Context: an optimization exercise on an open-source flow, tuned for small area. The choices shown serve that exercise and are no tape-out recipe. Only simulation tests tie the RTL to the original design; equivalence was not proved. Power and IR drop assume default switching activity.

[flow/run.sh]
#!/bin/bash
# synth_recipe.tcl (not shown) runs the flow's synth.tcl, then flattens the netlist and writes it again
# the make line also repeats each setting of config.mk as NAME=value (left out here)
make -C /OpenROAD-flow-scripts/flow DESIGN_CONFIG=/design/flow/config.mk WORK_HOME=/design/flow/orfs CLKGATE_MAP_FILE= SYNTH_SCRIPT=/design/flow/synth_recipe.tcl finish
[flow/config.mk]
export PLATFORM = sky130hd
export DESIGN_NAME = regfile_sb
export DESIGN_NICKNAME = regfile_sb
export VERILOG_FILES = /design/flow/design.v
export SDC_FILE = /design/flow/constraint.sdc
export NUM_CORES = 4
export LEC_CHECK = 0
export CAP_MARGIN = 20
export CORE_MARGIN = 2
export CORE_UTILIZATION = 40
export SLEW_MARGIN = 20
[flow/constraint.sdc]
create_clock -name core_clock -period 10.0 [get_ports {clk}]
set_input_delay 2.0000 -clock core_clock [delete_from_list [all_inputs] [get_ports {clk}]]
set_output_delay 2.0000 -clock core_clock [all_outputs]
set_load 0.01 [all_outputs]
[flow/design.v]
module regfile_sb #(
  parameter int unsigned XLEN     = 32,
  parameter int unsigned NREG     = 32,
  parameter int unsigned SP_IDX   = 2,
  parameter logic [31:0] SP_RESET = 32'h7FFFEFFC,
  parameter bit          BYPASS   = 1'b1,
  localparam int unsigned AW      = $clog2(NREG),
  localparam int unsigned CW      = AW + 1
) (
  input  logic            clk,
  input  logic            rst,
  input  logic [AW-1:0]   A1,
  input  logic [AW-1:0]   A2,
  output logic [XLEN-1:0] RD1,
  output logic [XLEN-1:0] RD2,
  input  logic            WE,
  input  logic [AW-1:0]   A3,
  input  logic [XLEN-1:0] WD3,
  input  logic            ISS_V,
  input  logic [AW-1:0]   ISS_RD,
  output logic            BUSY1,
  output logic            BUSY2,
  output logic            HAZARD,
  output logic [CW-1:0]   PEND_CNT
);
  localparam logic [XLEN-1:0] SP_RST = XLEN'(SP_RESET);
  logic [XLEN-1:0] mem [NREG];
  logic [NREG-1:0] busy;
  logic [NREG-1:0] busy_nxt;
  logic [CW-1:0]   pend_nxt;
  logic            wr_v;
  logic            set_v;
  logic            set_new;
  logic            clr_real;
  logic            fwd1;
  logic            fwd2;
  logic            fwd_i;
  assign wr_v  = WE && (A3 != '0);
  assign set_v = ISS_V && (ISS_RD != '0);
  always_ff @(posedge clk or negedge rst) begin
    if (!rst) begin
      for (int unsigned i = 0; i < NREG; i++) begin
        mem[i] <= (i == SP_IDX) ? SP_RST : '0;
      end
    end else if (wr_v) begin
      mem[A3] <= WD3;
    end
  end
  always_comb begin
    busy_nxt = busy;
    set_new  = set_v && !busy[ISS_RD];
    clr_real = wr_v && busy[A3] && !(set_v && (ISS_RD == A3));
    if (wr_v) begin
      busy_nxt[A3] = 1'b0;
    end
    if (set_v) begin
      busy_nxt[ISS_RD] = 1'b1;
    end
    busy_nxt[0] = 1'b0;
    pend_nxt = PEND_CNT + CW'(set_new) - CW'(clr_real);
  end
  always_ff @(posedge clk or negedge rst) begin
    if (!rst) begin
      busy     <= '0;
      PEND_CNT <= '0;
    end else begin
      busy     <= busy_nxt;
      PEND_CNT <= pend_nxt;
    end
  end
  always_comb begin
    fwd1  = BYPASS && wr_v && (A3 == A1);
    fwd2  = BYPASS && wr_v && (A3 == A2);
    fwd_i = BYPASS && wr_v && (A3 == ISS_RD);
  end
  always_comb begin
    RD1 = '0;
    RD2 = '0;
    if (A1 != '0) begin
      RD1 = fwd1 ? WD3 : mem[A1];
    end
    if (A2 != '0) begin
      RD2 = fwd2 ? WD3 : mem[A2];
    end
  end
  always_comb begin
    BUSY1  = busy[A1] && !fwd1;
    BUSY2  = busy[A2] && !fwd2;
    HAZARD = BUSY1 || BUSY2 || (ISS_V && busy[ISS_RD] && !fwd_i);
  end
endmodule
==> results.ini <==
[timing]
setup_violations = 0
hold_slack_ns = 0.519
finalCritPeriodShare_pct = 88.9
slew_violations = 0
fmax_ghz = 0.113
final_hold_viol_count = 0
rsz0062_at_grt = no
skew_ns = 0.0106
setup_tns_ns = 0
worstMarginPinSlew_ns = 1.35
worst_slack_ns = 1.11
maxSlewHeadroom_pct = 10.1
period_minus_slack_ns = 8.89

[synthesis]
yosys_warnings = 2
synthCells = 4581
ys_ff_latch = 1029
synth_fp_nets = 4654
yosysTopAreaCellShare_pct = 46.7
post-synth-top-area-cell = dfrtp_1
synth_flop_cell = dfrtp_1
async_reset_ff_share_pct = 100
synth-edff-count = 0
synth_area_um2 = 53700
netlist-cell-type-count = 72
syn_area_per_cell_um2 = 11.7
synth_area_leaders = dfrtp_1 (47%), mux2_2 (21%), a22oi_1 (9.7%), and3_1 (2.8%), nand3_1 (1.6%)
seq_area_frac_synth_pct = 48.0

[layout]
final_area_um2 = 61200
area_delta_synth_final_pct = 14.0
fin_util_pct = 45.9
drive_above_1_share_pct = 34.1
finalNetCount = 4630

[floorplan]
core-area_um2 = 133000
die_w_um = 370
ios = 129
dieArea_um2 = 137000
die_h_um = 370
initial_core_util_pct = 40.3
rows = 134

[global_routing]
grt_pass1_vias = 45500
overflow = 0
antenna_found_initial = 18
grt_first_pass_wirelength_um = 370000
grt_usage_pct = 38.5
grt_max_degree = 176

[setup_path]
cp_common_cell = clkdlybuf4s50_1
cp.required_ns = 8.00
cp_max_fo = 16
crit_family = simple AND/OR/NAND/NOR gates
path_class = in -> out
cp.arrival_ns = 6.89
startpoint_type = input port
path_buf_inv = 3
cp-end-kind = output port
critical_path.max_stage_delay_ns = 1.06
cpMaxStageDelayCell = clkdlybuf4s50_1
path_cells = clkdlybuf4s50_1 > nor3b_4 > and2_2 > buf_4 > a22oi_1 > nand3_1 > nor4_1 > a21oi_1 > clkdlybuf4s50_1

[hold_path]
hold_path.class = reg -> reg

[clocking]
cts-root-buf = clkbuf_16
cts_setup_buffers = 0
postCtsHoldBufs = 0
htreeDepth = 3
cts_tree = yes
insertion_delay_ns = 0.71
path_clk_slew_ns = 0.06
cts_buffers = 111
cts_resized = 0
clockBufferDepth = 3
cts.sinks = 1029

[placed_design]
io_buffers = 128
hpwl_um = 153000
dpl-instance-area_um2 = 57300
gp_congestion = 0.993
place_ws_ns = 1.46

[route]
wl_per_cell_um = 42.0
drt_iter0_drc = 9363
vias_per_cell = 7.55
drc_errors = 0
firstDrtPassIters = 10
antenna_left = 0
finalWirelength_um = 271000
vias = 48600

[job]
maxCapViolCount = 0

[pwr]
leakage_nw = 26.8
power_density_nw_per_um2 = 200
ir_drop_mv = 0.135

[status]
status = finished clean

## state kept, by name, summed over array words and instances, names as in the netlist
register / flops
PEND_CNT: 6
busy: 31
mem: 992
## where the power goes
| group | switching (mW) | internal [mW] | total (mW) |
|---|---|---|---|
| logic | 1.01 | 1.05 | 2.06 |
| registers | 0.854 | 5.03 | 5.88 |
| clock network | 1.85 | 2.47 | 4.32 |
| total | 3.71 | 8.55 | 12.3 |
## per-layer routing
layer  vias to the layer above  global-route usage, %  routed length, um
met1                     24200                   48.7              96000
met4                        14                   26.7              25100
met5                         -                  0.490                221
met2                      5044                   51.8             105000
li1                      17700                      -                  -
met3                      1697                   17.2              44300
## metrics by stage
stage,power (mW),instances
after floorplan,6.86,4581
after global placement,7.84,6207
after detailed placement,7.89,6207
after CTS,12.1,6412
after global routing,12.6,6421
final,12.3,6442
## Yosys cell counts, drive strengths merged, types with 9 or more instances
master and instances:
a2111oi 84, a21oi 84, a221oi 11, a222oi 42
a22o 32, a22oi 694, a32oi 9, and2 25
and3 249, buf 232, clkbuf 231, dfrtp 1001
dfstp 28, ha 16, inv 26, mux2 996
mux2i 17, mux4 27, nand2 96, nand2b 11
nand3 173, nand3b 12, nand4 97, nor2 72
nor2b 9, nor3 37, nor4 59, o21ai 132
xnor2 18, xor2 10
## placed cells by master (no fill, tap or decap), types with 17 or more instances in the layout
cell type,netlist,routed
dfrtp_1,1001,1001
mux2_2,996,996
a22oi_1,694,694
and3_1,243,243
buf_4,15,178
nand3_1,173,164
o21ai_0,132,132
clkdlybuf4s50_1,0,114
clkbuf_16,0,111
nand4_1,97,97
nand2_1,95,89
a21oi_1,84,84
nor4_1,59,59
a2111oi_0,57,57
nor2_4,0,44
a222oi_1,42,42
a22o_1,32,32
dfstp_2,28,28
nor2_1,55,27
mux4_2,27,27
inv_1,26,26
clkbuf_1,229,26
clkbuf_8,0,26
diode_2,0,25
nor3_1,29,21
and2_2,0,20
clkinv_2,0,20
xnor2_1,18,18
mux2i_1,17,17
## final cells by class
| class | instances | area, um^2 |
|---|---|---|
| Clock inverter | 42 | 523 |
| Inverter | 26 | 97.6 |
| Timing Repair Buffer | 326 | 2960 |
| Fill cell | 12100 | 72100 |
| Tap cell | 1768 | 2210 |
| Sequential cell | 1029 | 25800 |
| Multi-Input combinational cell | 3063 | 26300 |
| Antenna cell | 25 | 62.6 |
| Clock buffer | 163 | 3230 |
## final timing paths
check / from / to / slack, ns / cells past startpoint
worst min register to register: PEND_CNT[0]$_DFF_PN0_ / PEND_CNT[0]$_DFF_PN0_ / 0.52 / 1
min in group asynchronous: rst / busy[29]$_DFF_PN0_ / 1.24 / 1
max in group asynchronous: rst / mem[4][10]$_DFFE_PN0P_ / 6.74 / 3
worst min-delay path: PEND_CNT[0]$_DFF_PN0_ / PEND_CNT[0]$_DFF_PN0_ / 0.52 / 1
worst max-delay path: A1[3] / RD1[10] / 1.11 / 9
worst max register to register: busy[23]$_DFF_PN0_ / PEND_CNT[4]$_DFF_PN0_ / 6.67 / 11
## cells by family (layout without fill, tap and decap cells)
group	count (synthesis)	after routing	synth area share, %
XOR/XNOR	28	28	0.457
adder cells (fa/ha/maj)	17	17	0.410
flip-flops	1029	1029	48.0
other	0	25	0
buffers and inverters	489	557	4.10
AO/OA/AOI/OAI	1111	1111	15.4
multiplexers	1040	1040	22.3
AND/OR/NAND/NOR	867	867	9.27

## what the ideal ports hide
No port has a modelled driver above. Below, the same layout with a new extraction and two added sets of constraints.
Step 1 assumes that a clkbuf_16 drives the clock port and a buf_2 every other input.
Step 2 moves the port delays by t, midway between the first and last clock arrival at a register: inputs arrive t later, outputs are due t later. That takes back most of the time a late clock gives input paths.
Slacks: ideal / step 1 / step 2; pairs: ideal / step 1.
t, ns: 0.825
setup slack, ns: 1.115 / 1.077 / 1.077
cell pins on the clock port's net: 1
After both steps setup and hold are still met in this run. For this run, drivers alone change the setup slack by -0.038 ns; drivers and shift together by -0.038 ns.
